What follows belongs to an exercise in optimizing a design on an open flow for small area, a short achievable clock period and few clock cycles per item; a production flow would make more cautious choices.
Function was checked by simulation only, so behaviour that the tests miss may differ from the original.

==> flow/design.v, too long to show whole: its modules and the start of the top module <==
// module tilt_deadband_display_mapper_unit: 1567 lines
module tilt_deadband_display_mapper_unit (
  input  logic                             clk,
  input  logic                             rst,
  input  logic                             sample_valid,
  output logic                             sample_ready,
  input  logic signed [tddm_pkg::IN_W-1:0] sample_accel_x,
  input  logic signed [tddm_pkg::IN_W-1:0] sample_accel_y,
  input  logic signed [tddm_pkg::IN_W-1:0] sample_accel_z,
  input  logic signed [tddm_pkg::IN_W-1:0] sample_gyro_x,
  input  logic signed [tddm_pkg::IN_W-1:0] sample_gyro_y,
  input  logic signed [tddm_pkg::IN_W-1:0] sample_gyro_z,
  output logic                             result_valid,
  input  logic                             result_ready,
  output logic                             result_update,
  output logic [tddm_pkg::COL_W-1:0]       result_bar_end_x,
  output logic [tddm_pkg::COL_W-1:0]       result_bar_end_y,
  output logic [tddm_pkg::COL_W-1:0]       result_bar_end_z,
  output logic [tddm_pkg::COL_W-1:0]       result_roll_marker_col,
  output logic [tddm_pkg::ROW_W-1:0]       result_pitch_marker_row,
  output logic signed [tddm_pkg::ROLL_W-1:0]  result_roll_angle,
  output logic signed [tddm_pkg::PITCH_W-1:0] result_pitch_angle,
  input  logic                             psel,
  input  logic                             penable,
  input  logic                             pwrite,
  input  logic [tddm_pkg::PADDR_W-1:0]     paddr,
  input  logic [tddm_pkg::PDATA_W-1:0]     pwdata,
  output logic [tddm_pkg::PDATA_W-1:0]     prdata,
  output logic                             pready
);
  // ...
==> flow/run.sh <==
#!/bin/bash
# synth_recipe.tcl (not shown) runs the flow's synth.tcl, then flattens the netlist and writes it again
# the make line also repeats each setting of config.mk as NAME=value (left out here)
make -C /OpenROAD-flow-scripts/flow DESIGN_CONFIG=/design/flow/config.mk WORK_HOME=/design/flow/orfs CLKGATE_MAP_FILE= SYNTH_SCRIPT=/design/flow/synth_recipe.tcl finish
==> flow/config.mk <==
export PLATFORM = sky130hd
export DESIGN_NAME = tilt_deadband_display_mapper_unit
export DESIGN_NICKNAME = tilt_deadband_display_mapper_unit
export VERILOG_FILES = /design/flow/design.v
export SDC_FILE = /design/flow/constraint.sdc
export NUM_CORES = 4
export LEC_CHECK = 0
export ABC_AREA = 1
export CAP_MARGIN = 20
export CORE_MARGIN = 2
export CORE_UTILIZATION = 40
export SLEW_MARGIN = 20
==> flow/constraint.sdc <==
create_clock -name core_clock -period 11.0 [get_ports {clk}]
set_input_delay 2.2000 -clock core_clock [delete_from_list [all_inputs] [get_ports {clk}]]
set_output_delay 2.2000 -clock core_clock [all_outputs]
set_load 0.01 [all_outputs]
==> results_dict.tcl, run 1 <==
set metrics [dict create \
    worstPathArrival_ns 5.84 \
    min_from "gx_q12[15]" \
    rr_worst_depth 30 \
    ios 239 \
    dominant_cells "multi-input gates" \
    ys_seq_area_share_pct 38.3 \
    dpl_cell_area_um2 286000 \
    n_antenna_cell 20 \
    hpwl_um 541000 \
    final_area_um2 299000 \
    synthAdderAreaFrac_pct 21.0 \
    initial_core_util_pct 40.2 \
    num_rows 303 \
    grt_pass1_vias 194931 \
    clkbuf_count 452 \
    rsz0062_at_grt "no" \
    worstPathCellList "ha_1, nand4_1, nand2_1, nand3_1, o21ai_0, nand2_1, nand2_1, nand2_1, nand2_1, ha_1, or2_2, or2_2, nor2_1, nand3_1, nand2_1, nand2_1, a21oi_1, clkdlybuf4s50_1" \
    seq_cells 3545 \
    wl_met2_um 321000 \
    dr_total_vias 194869 \
    postCtsHoldBufs 0 \
    synth_cell_types 92 \
    status "complete, no violations" \
    synth-edff-count 3386 \
    post-synth-top-count-cell "nand2_1" \
]
Testbench counts, summed over its fixed seeds: cycles 2,120, items 1,920.
==> run 2: changes to the inputs <==
--- a/flow/config.mk
+++ b/flow/config.mk
@@ -11,2 +11,3 @@
 export CORE_UTILIZATION = 40
+export SETUP_SLACK_MARGIN = 3.5
 export SLEW_MARGIN = 20
==> run 2 against run 1 <==
Critical path type unchanged. Synthesized area unchanged. Largest cell class unchanged. Die area unchanged. First-iteration DRC count decreased by 0.66%. Final cell count about the same.
==> results_dict.tcl, run 2 <==
set metrics [dict create \
    status "complete, no violations" \
    worstPathCellList "buf_12, ha_1, nand2_1, o21ai_0, a21oi_1, nand2_2, nor2_2, inv_1, ha_1, or2_2, or2_2, nor2_1, nand3_1, nand2_1, nor2_2, nand2_2, clkdlybuf4s50_1" \
    timing.final.crit_share_pct 65.1 \
    dr_total_vias 195052 \
    dp.cells 38189 \
    final_cells 38947 \
    cts_buffers 394 \
    synthFlopType "edfxtp_1" \
    grt_pass1_vias 194933 \
    track_usage_pct 19.1 \
    route.detailed.drc 0 \
    critical_path_buf_inv_count 3 \
    vias_per_cell 5.01 \
    synth_top_area_share_pct 37.1 \
    clk_pin_slew_worst_paths_ns 0.06 \
    tns_ns 0 \
    worstPathArrival_ns 4.96 \
    clk_path_buf_depth 4 \
    gp_routability_congestion 0.927 \
    hold_slack_ns 0.373 \
    io_buffers 202 \
    fin_nets 33553 \
    drt_pass1_iterations 6 \
    ios 239 \
    hpwl_um 541000 \
    final_common_cell "nand2_1" \
    synth_cell_types 92 \
    finalSetupViolCount 0 \
    syn_inst 29383 \
    start_kind "flip-flop" \
    gr-total-overflow 0 \
    wire_per_inst_um 17.3 \
    fmax_mhz 140 \
    final_cell_mix "nand2_1, inv_1, edfxtp_1" \
    drv_slew 0 \
    crit_type "reg -> out" \
    max_slew_margin_pct 23.8 \
    num_rows 303 \
    max_stage_delay_ns 0.56 \
    syn_area_um2 274000 \
    die_y_um 832 \
    cp.required_ns 8.80 \
    synthTopCellsByArea "edfxtp_1, ha_1, fa_1" \
    htreeDepth 5 \
    grt_pass1_wl_um 1070000 \
    synth_commonest_cells "nand2_1, inv_1, edfxtp_1" \
    skew_ns 0.0923 \
    worst_slew_pin_slew_ns 1.13 \
    die-area_um2 691000 \
    drt_iter0_drc 12600 \
    die_x_um 832 \
    cp_max_fo 16 \
    cts_sinks 3545 \
    async_reset_ff_share_pct 0 \
    core_um2 682000 \
    syn2layout_area_growth_pct 9.31 \
    rsz0062_at_grt "no" \
    drive_above_1_share_pct 3.66 \
    synth_warnings 1 \
    crit_family "simple AND/OR/NAND/NOR gates" \
    post-synth-top-count-cell "nand2_1" \
    initial_core_util_pct 40.2 \
    ys_ff_latch 3545 \
    clkLatencyLatePin_ns 1.05 \
    cp_slowest_cell "clkdlybuf4s50_1" \
    grt_antenna_before_repair 10 \
    ys_seq_area_share_pct 38.3 \
    synth_largest_area_cell "edfxtp_1" \
    grt_max_degree 184 \
    synth-edff-count 3386 \
    wl_um 673000 \
    cts-root-buf "clkbuf_16" \
    fill_cells 65734 \
    hold_path.class "reg -> reg" \
    drv_cap 0 \
    end_kind "output port" \
    drtAntennaViolNets 0 \
    cts_tree "built" \
    report.final.hold_viol_count 0 \
    utilization_pct 43.9 \
    syn_avg_cell_area_um2 9.32 \
    regArea_um2 105000 \
    multiInputGateArea_um2 150000 \
    period_minus_slack_ns 7.16 \
]
-- run 2: worst register-to-register path: stages, from the launching register on --
cell	delay, ns
edfxtp_1	1.00
nand2_1	0.22
fa_1	0.54
fa_1	0.55
inv_1	0.06
fa_1	0.49
fa_1	0.56
inv_1	0.06
fa_1	0.49
inv_1	0.05
fa_1	0.45
ha_1	0.35
a21oi_1	0.14
o21ai_0	0.10
a31oi_1	0.32
o21ai_0	0.21
a31oi_1	0.32
o21bai_1	0.20
a21oi_1	0.26
o21ai_0	0.14
xor2_1	0.16
-- run 2: timing repair --
item	CTS	global route
pin swaps	0	2
buffers inserted	1	11
setup endpoints to repair	5	121
hold buffers	0	0
resized for setup	4	27
-- run 2: per-layer routing --
metal / vias up / part of all wire, % / GRT usage [%]
met1: 92433 / 45 / 25.6
li1: 98090 / - / -
met4: 0 / 3.2 / 5.58
met2: 3608 / 48 / 33.1
met5: - / 0 / 0
met3: 921 / 3.5 / 1.58
-- run 2: cells by family (layout without fill, tap and decap cells) --
family / after synthesis / count (layout) / synth area share, %
compound gates: 4772 / 4772 / 9.68
simple gates: 9015 / 9015 / 13.7
buf+inv: 5024 / 5555 / 7.00
mux: 2 / 2 / 0.00731
fa+ha+maj: 3813 / 3813 / 21.0
xor+xnor: 3210 / 3210 / 10.4
other cells: 2 / 38 / 0.00274
flops: 3545 / 3545 / 38.3
-- run 2: path summary, 6_finish.rpt --
kind,from,endpoint,slack (ns),cells past startpoint
max,mp_row[24],result_pitch_marker_row[3],3.84,17
min,gx_q12[15],gx_q13[15],0.37,0
max reg2reg,in_az[10],sq2_q1[27],4.07,20
min reg2reg,gx_q12[15],gx_q13[15],0.37,0
-- run 2: final cells by class --
class | instances | area share [%]
multi-input cells | 20831 | 50.1
flip-flops and latches | 3545 | 35.0
inverters | 4500 | 5.65
well taps | 8997 | 3.76
clock buffers | 452 | 3.41
repair buffers | 328 | 1.06
clock inverters | 275 | 0.979
diodes | 19 | 0.0159
-- run 2: per-stage QoR --
stage | setup WS (ns) | cell area, um^2
2_1_floorplan | -1.54 | 274000
5_1_grt | 3.50 | 299000
4_1_cts | 3.49 | 299000
6_report | 3.84 | 299000
3_3_place_gp | 3.87 | 286000
3_5_place_dp | 3.82 | 286000
==> run 3: changes to the inputs <==
--- a/flow/config.mk
+++ b/flow/config.mk
@@ -11,3 +11,3 @@
 export CORE_UTILIZATION = 40
-export SETUP_SLACK_MARGIN = 3.5
+export SETUP_SLACK_MARGIN = 5
 export SLEW_MARGIN = 20
==> run 3 against run 2 <==
Still clean on timing, DRC and antenna. Hold slack improved by 0.00068 ns. Routed wire length increased by 2.6%. Clock skew increased by 0.0025 ns. Register-to-register slack improved by 0.99 ns. Maximum frequency increased by 9.6%. Flip-flop and latch count unchanged. Worst setup slack improved by 0.63 ns. Critical path type unchanged. Critical endpoint is now result_pitch_marker_row[2].
==> results_dict.tcl, run 3 <==
set metrics [dict create \
    syn_avg_cell_area_um2 9.32 \
    grt_max_degree 184 \
    drv_cap 0 \
    grt_antenna_before_repair 12 \
    dr_total_vias 197793 \
    worst_slew_pin_slew_ns 1.11 \
    track_usage_pct 19.4 \
    timing.final.crit_share_pct 59.3 \
    final_common_cell "nand2_1" \
    setup_ws_ns 4.47 \
    async_reset_ff_share_pct 0 \
    postCtsHoldBufs 0 \
    syn_area_um2 274000 \
    final_cell_mix "nand2_1, inv_1, edfxtp_1" \
    syn_inst 29383 \
    synth_largest_area_cell "edfxtp_1" \
    report.final.hold_viol_count 0 \
    die_x_um 832 \
    io_buffers 202 \
    crit_type "reg -> out" \
    status "complete, no violations" \
    post-synth-top-count-cell "nand2_1" \
    initial_core_util_pct 40.2 \
    core_um2 682000 \
    synth_commonest_cells "nand2_1, inv_1, edfxtp_1" \
    grt_pass1_vias 197197 \
    ios 239 \
    die-area_um2 691000 \
    clk_path_buf_depth 4 \
    wire_per_inst_um 17.5 \
    num_rows 303 \
    cts-root-buf "clkbuf_16" \
    cts_buffers 394 \
    wl_um 690000 \
    route.detailed.drc 0 \
    cp_slowest_cell "edfxtp_1" \
    start_kind "flip-flop" \
    worstPathArrival_ns 4.33 \
    finalSetupViolCount 0 \
    fin_nets 33959 \
    hold_path.class "reg -> reg" \
    gr-total-overflow 0 \
    tns_ns 0 \
    synthFlopType "edfxtp_1" \
    synth_cell_types 92 \
    rsz0062_at_grt "yes" \
    period_minus_slack_ns 6.53 \
    die_y_um 832 \
    skew_ns 0.0948 \
    synthTopCellsByArea "edfxtp_1, ha_1, fa_1" \
    ys_seq_area_share_pct 38.3 \
    cts_tree "built" \
    ys_ff_latch 3545 \
    grt_pass1_wl_um 1080000 \
    synth_warnings 1 \
    cp.required_ns 8.80 \
    synth_top_area_share_pct 37.1 \
    syn2layout_area_growth_pct 12.4 \
    clk_pin_slew_worst_paths_ns 0.06 \
    gp_routability_congestion 0.927 \
    drv_slew 0 \
    vias_per_cell 5.03 \
    drtAntennaViolNets 0 \
    drt_iter0_drc 12983 \
    drive_above_1_share_pct 7.40 \
    end_kind "output port" \
    clkLatencyLatePin_ns 1.06 \
    crit_top_cell "nand2_4" \
    max_stage_delay_ns 0.41 \
    hpwl_um 541000 \
    cts_sinks 3545 \
    max_slew_margin_pct 25.4 \
    fmax_mhz 153 \
    worstPathCellList "buf_6, buf_12, ha_4, a21oi_2, nor2_1, nor3b_2, o21ai_4, nand2_2, nand2_4, nor2_4, inv_2, ha_4, or2_4, or2_4, nor2_4, nand3_2, nand2_4, nand2_4, a21oi_4, buf_6" \
    drt_pass1_iterations 6 \
    htreeDepth 5 \
    cp_max_fo 8 \
    synth-edff-count 3386 \
    dp_slack_ns 3.82 \
]
==> run 3: routing by layer <==
| layer | wire length (um) | global-route usage (%) | vias to the layer above |
|---|---|---|---|
| met1 | 311000 | 25.8 | 94029 |
| met3 | 24500 | 1.58 | 1021 |
| met5 | 0 | 0 | - |
| met2 | 331000 | 33.6 | 3824 |
| met4 | 23900 | 5.84 | 0 |
| li1 | - | - | 98919 |
==> run 3: worst max-delay path, delay by kind of cell, from the launching register on <==
family	cells	cell delay, ns
AOI/OAI and AO/OA	3	0.49
adders and majority gates	2	0.48
buffers and inverters	4	0.48
DFF	1	0.41
and+or+nand+nor	11	1.42
==> run 3: worst paths after layout <==
path              startpoint                          to  slack, ns  depth (start not counted)
setup / recovery  mp_row[24]  result_pitch_marker_row[2]       4.47                         20
hold / removal    gx_q12[15]                  gx_q13[15]       0.37                          0
setup reg to reg    in_ay[5]                  sq1_q1[30]       5.06                         30
hold reg to reg   gx_q12[15]                  gx_q13[15]       0.37                          0
==> run 3: layout make-up <==
| class | count | area [um^2] |
|---|---|---|
| Tap cell | 8997 | 11300 |
| Multi-Input combinational cell | 20838 | 154000 |
| Clock inverter | 275 | 2930 |
| Sequential cell | 3545 | 105000 |
| Antenna cell | 19 | 47.5 |
| Clock buffer | 452 | 10200 |
| Timing Repair Buffer | 714 | 7180 |
| Inverter | 4500 | 17100 |
| Timing Repair inverter | 13 | 92.6 |
| Fill cell | 64953 | 374000 |
==> run 3: repair_timing <==
item,in CTS,in global routing
pin swaps,147,255
resized for setup,728,704
cloned,20,19
endpoints found under the setup margin,599,642
buffers inserted,171,208
==> run 3: cells by family after synthesis <==
family / after synthesis / synth area share [%]
and+or+nand+nor: 9015 / 13.7
buffers and inverters: 5024 / 7.00
adders and majority gates: 3813 / 21.0
DFF: 3545 / 38.3
AOI/OAI and AO/OA: 4772 / 9.68
xor gates and xnor gates: 3210 / 10.4
other: 2 / 0.00274
muxes: 2 / 0.00731
==> run 3: per-stage QoR <==
stage / instances / instance area (um^2) / utilization [%] / hold WS, ns
3_5_place_dp: 38189 / 286000 / 42.0 / 0.405
6_report: 39353 / 308000 / 45.2 / 0.373
3_3_place_gp: 38189 / 286000 / 42.0 / 0.400
2_1_floorplan: 29400 / 274000 / - / 0.400
5_1_grt: 39351 / 308000 / 45.2 / 0.365
4_1_cts: 39107 / 303000 / 44.4 / 0.367
==> run 4: changes to the inputs <==
--- a/flow/config.mk
+++ b/flow/config.mk
@@ -10,3 +10,3 @@
 export CORE_MARGIN = 2
-export CORE_UTILIZATION = 40
+export CORE_UTILIZATION = 55
 export SETUP_SLACK_MARGIN = 5
==> run 4 against run 3 <==
Synthesized area unchanged. Hold slack worse by 0.011 ns. Critical path depth rose by 5. Via count up 0.40%. Global-route usage rose by 6.7 points. Non-clock buffer count grew 33. Die area is 27% lower. Synthesized cell count is the same. Register-to-register slack worse by 0.10 ns. First-iteration DRC count rose by 3.5%. Critical endpoint is now result_roll_marker_col[2]. Largest cell class unchanged.
==> results_dict.tcl, run 4 <==
set metrics [dict create \
    clk_path_buf_depth 4 \
    grt_pass1_vias 193842 \
    status "complete, no violations" \
    final_area_um2 306000 \
    fmax_mhz 152 \
    skew_ns 0.0808 \
    die-area_um2 504000 \
    vias_per_cell 5.36 \
    syn_inst 29383 \
    grt_pass1_wl_um 1050000 \
    fill_cells 42355 \
    gp_routability_congestion 0.967 \
    timing.final.crit_share_pct 59.8 \
    clk_pin_slew_worst_paths_ns 0.06 \
    async_reset_ff_share_pct 0 \
    synth_top_family_by_area "adder cells" \
    r2r-start "pd14_q22" \
    grt_antenna_before_repair 11 \
    start_kind "flip-flop" \
    rsz0062_at_grt "yes" \
    synthAdderAreaFrac_pct 21.0 \
    synth-compound-area-share_pct 9.68 \
    drive_above_1_share_pct 7.76 \
    crit_type "reg -> out" \
    synth_commonest_cells "nand2_1, inv_1, edfxtp_1" \
    track_usage_pct 26.1 \
    dp.cells 35864 \
    clkLatencyLatePin_ns 1.04 \
    cts_buffers 385 \
    synth_cell_types 92 \
    io_buffers 202 \
    hold_end "R_q3[0]" \
    htreeDepth 5 \
    max_slew_margin_pct 6.36 \
    dpl_cell_area_um2 283000 \
    cts_sinks 3545 \
    wire_per_inst_um 18.3 \
    core_um2 497000 \
    drv_slew 0 \
    drt_pass1_iterations 8 \
    finalSetupViolCount 0 \
    drtAntennaViolNets 0 \
    setup_ws_ns 4.43 \
    final_cells 37033 \
    synth-edff-count 3386 \
    ys_ff_latch 3545 \
    synth_top_area_share_pct 37.1 \
    min_from "R_q2[0]" \
    report.final.hold_viol_count 0 \
    r2r-end "prev_pitch[9]" \
    cts-root-buf "clkbuf_16" \
    syn2layout_area_growth_pct 11.6 \
    num_rows 259 \
    grt_max_degree 184 \
    route.detailed.drc 0 \
    ios 239 \
    synth_warnings 1 \
    synth_xor_area_share_pct 10.4 \
    hold_path.class "reg -> reg" \
    worst_slew_pin_slew_ns 1.40 \
    postCtsHoldBufs 0 \
    holdPathStages 0 \
    synthFlopType "edfxtp_1" \
    synth_largest_area_cell "edfxtp_1" \
    yosys.area_share.simple_pct 13.7 \
    dp_slack_ns 3.66 \
    muxShareOfSynthArea_pct 0.00731 \
    final_cell_mix "nand2_1, inv_1, edfxtp_1" \
    die_x_um 710 \
    fin_nets 33990 \
    cp.required_ns 8.80 \
    drv_cap 0 \
    wl_um 676000 \
    reg2reg_slack_ns 4.96 \
    ys_seq_area_share_pct 38.3 \
    worstPathArrival_ns 4.37 \
    syn_avg_cell_area_um2 9.32 \
    die_y_um 710 \
    syn_area_um2 274000 \
    gr-total-overflow 0 \
    hold_slack_ns 0.362 \
    drt_iter0_drc 13433 \
    post-synth-top-count-cell "nand2_1" \
    cp_max_fo 6 \
    end_kind "output port" \
    rr_worst_depth 35 \
    hpwl_um 526000 \
    initial_core_util_pct 55.1 \
    dr_total_vias 198587 \
    cts_tree "built" \
    period_minus_slack_ns 6.57 \
    utilization_pct 61.5 \
    final_common_cell "nand2_1" \
    synthTopCellsByArea "edfxtp_1, ha_1, fa_1" \
]
==> run 4: per-stage QoR <==
step / setup TNS, ns
after floorplan: -336.22
after global placement: 0
after detailed placement: 0
after CTS: 0
after global routing: 0
final: 0
==> run 4: logic make-up after synthesis <==
logic type | count (synthesis)
AND/OR/NAND/NOR | 9015
other | 2
adder cells (fa/ha/maj) | 3813
buffers and inverters | 5024
flip-flops | 3545
multiplexers | 2
AO/OA/AOI/OAI | 4772
XOR/XNOR | 3210
==> run 4: worst max path at each step <==
| stage | start | endpoint | slack, ns | depth (start not counted) |
|---|---|---|---|---|
| 2_1_floorplan | result_ready | sample_ready | -1.54 | 3 |
| 3_3_place_gp | py_q16[31] | px_q17[30] | 3.65 | 32 |
| 3_5_place_dp | py_q16[31] | px_q17[30] | 3.66 | 32 |
| 4_1_cts | mp_row[24] | result_pitch_marker_row[4] | 4.44 | 20 |
| 5_1_grt | mp_col[25] | result_roll_marker_col[1] | 4.23 | 25 |
| 6_report | mp_col[25] | result_roll_marker_col[2] | 4.43 | 25 |
==> run 4: what timing repair did <==
| action | 4_1_cts | 5_1_grt |
|---|---|---|
| setup endpoints to repair | 542 | 478 |
| pin swaps | 120 | 302 |
| setup buffers | 161 | 227 |
| resized for setup | 673 | 975 |
| cloned | 17 | 36 |
==> run 4: per-layer routing <==
layer / share of wire (%) / GRT usage, %
met5: 0 / 0
met1: 45 / 35.6
met3: 4.2 / 2.60
met2: 47 / 43.6
met4: 3.9 / 8.77
==> run 4: worst max-delay path: stages (launching register included) <==
cell and delay (ns):
edfxtp_1 0.42, buf_12 0.17, buf_12 0.14, ha_4 0.27
nand2_4 0.06, o21a_1 0.19, o21ai_2 0.16, a21oi_4 0.07
nor2_4 0.19, nand3_2 0.12, nand2_2 0.09, nand2_2 0.06
inv_2 0.08, ha_4 0.15, inv_2 0.05, nor2_4 0.11
nand3_2 0.11, nand2_2 0.10, nand2_2 0.08, nor2_4 0.25
buf_6 0.14, buf_6 0.08, nand3_2 0.07, nand2_2 0.09
inv_2 0.04, buf_6 0.11
==> run 4: final cells by class <==
class	instances	area, um^2	area share [%]
clock buffers	447	10100	3.29
multi-input cells	20844	155000	50.6
well taps	6655	8330	2.72
clock inverters	268	2980	0.974
repair inverters	14	100	0.0328
repair buffers	747	7520	2.46
diodes	13	32.5	0.0106
flip-flops and latches	3545	105000	34.3
inverters	4500	17100	5.60

re-timing with driven ports:
In the flow no input, the clock included, has a driving cell. The finished layouts below were timed again as built, in two steps.
Step 1 (the two cells are an assumption about what drives the block):
set clk [get_ports {clk}]
set_driving_cell -lib_cell sky130_fd_sc_hd__clkbuf_16 $clk
set_driving_cell -lib_cell sky130_fd_sc_hd__buf_2 [delete_from_list [all_inputs] $clk]
Step 2 adds t to the input delays and takes it off the output delays; t is the mean of the earliest and latest rising clock arrival at the registers after step 1. Input paths then give back, and output paths get back, about the clock's delay inside the block.
Slacks: no drivers / after step 1 / after step 2; pairs: no drivers / after step 1.
run	t (ns)	setup WS [ns]	worst slew at a driven data input, ns
run 1	1.138	2.964 / 2.817 / 3.679	0.13
run 2	1.136	3.843 / 3.699 / 3.885	0.13
run 3	1.141	4.473 / 4.325 / 4.175	0.13
run 4	1.112	4.425 / 4.297 / 4.347	0.18
After both steps every run listed still meets setup and hold. For run 3, which loses most, drivers alone change the setup slack by -0.148 ns; drivers and shift together by -0.298 ns.
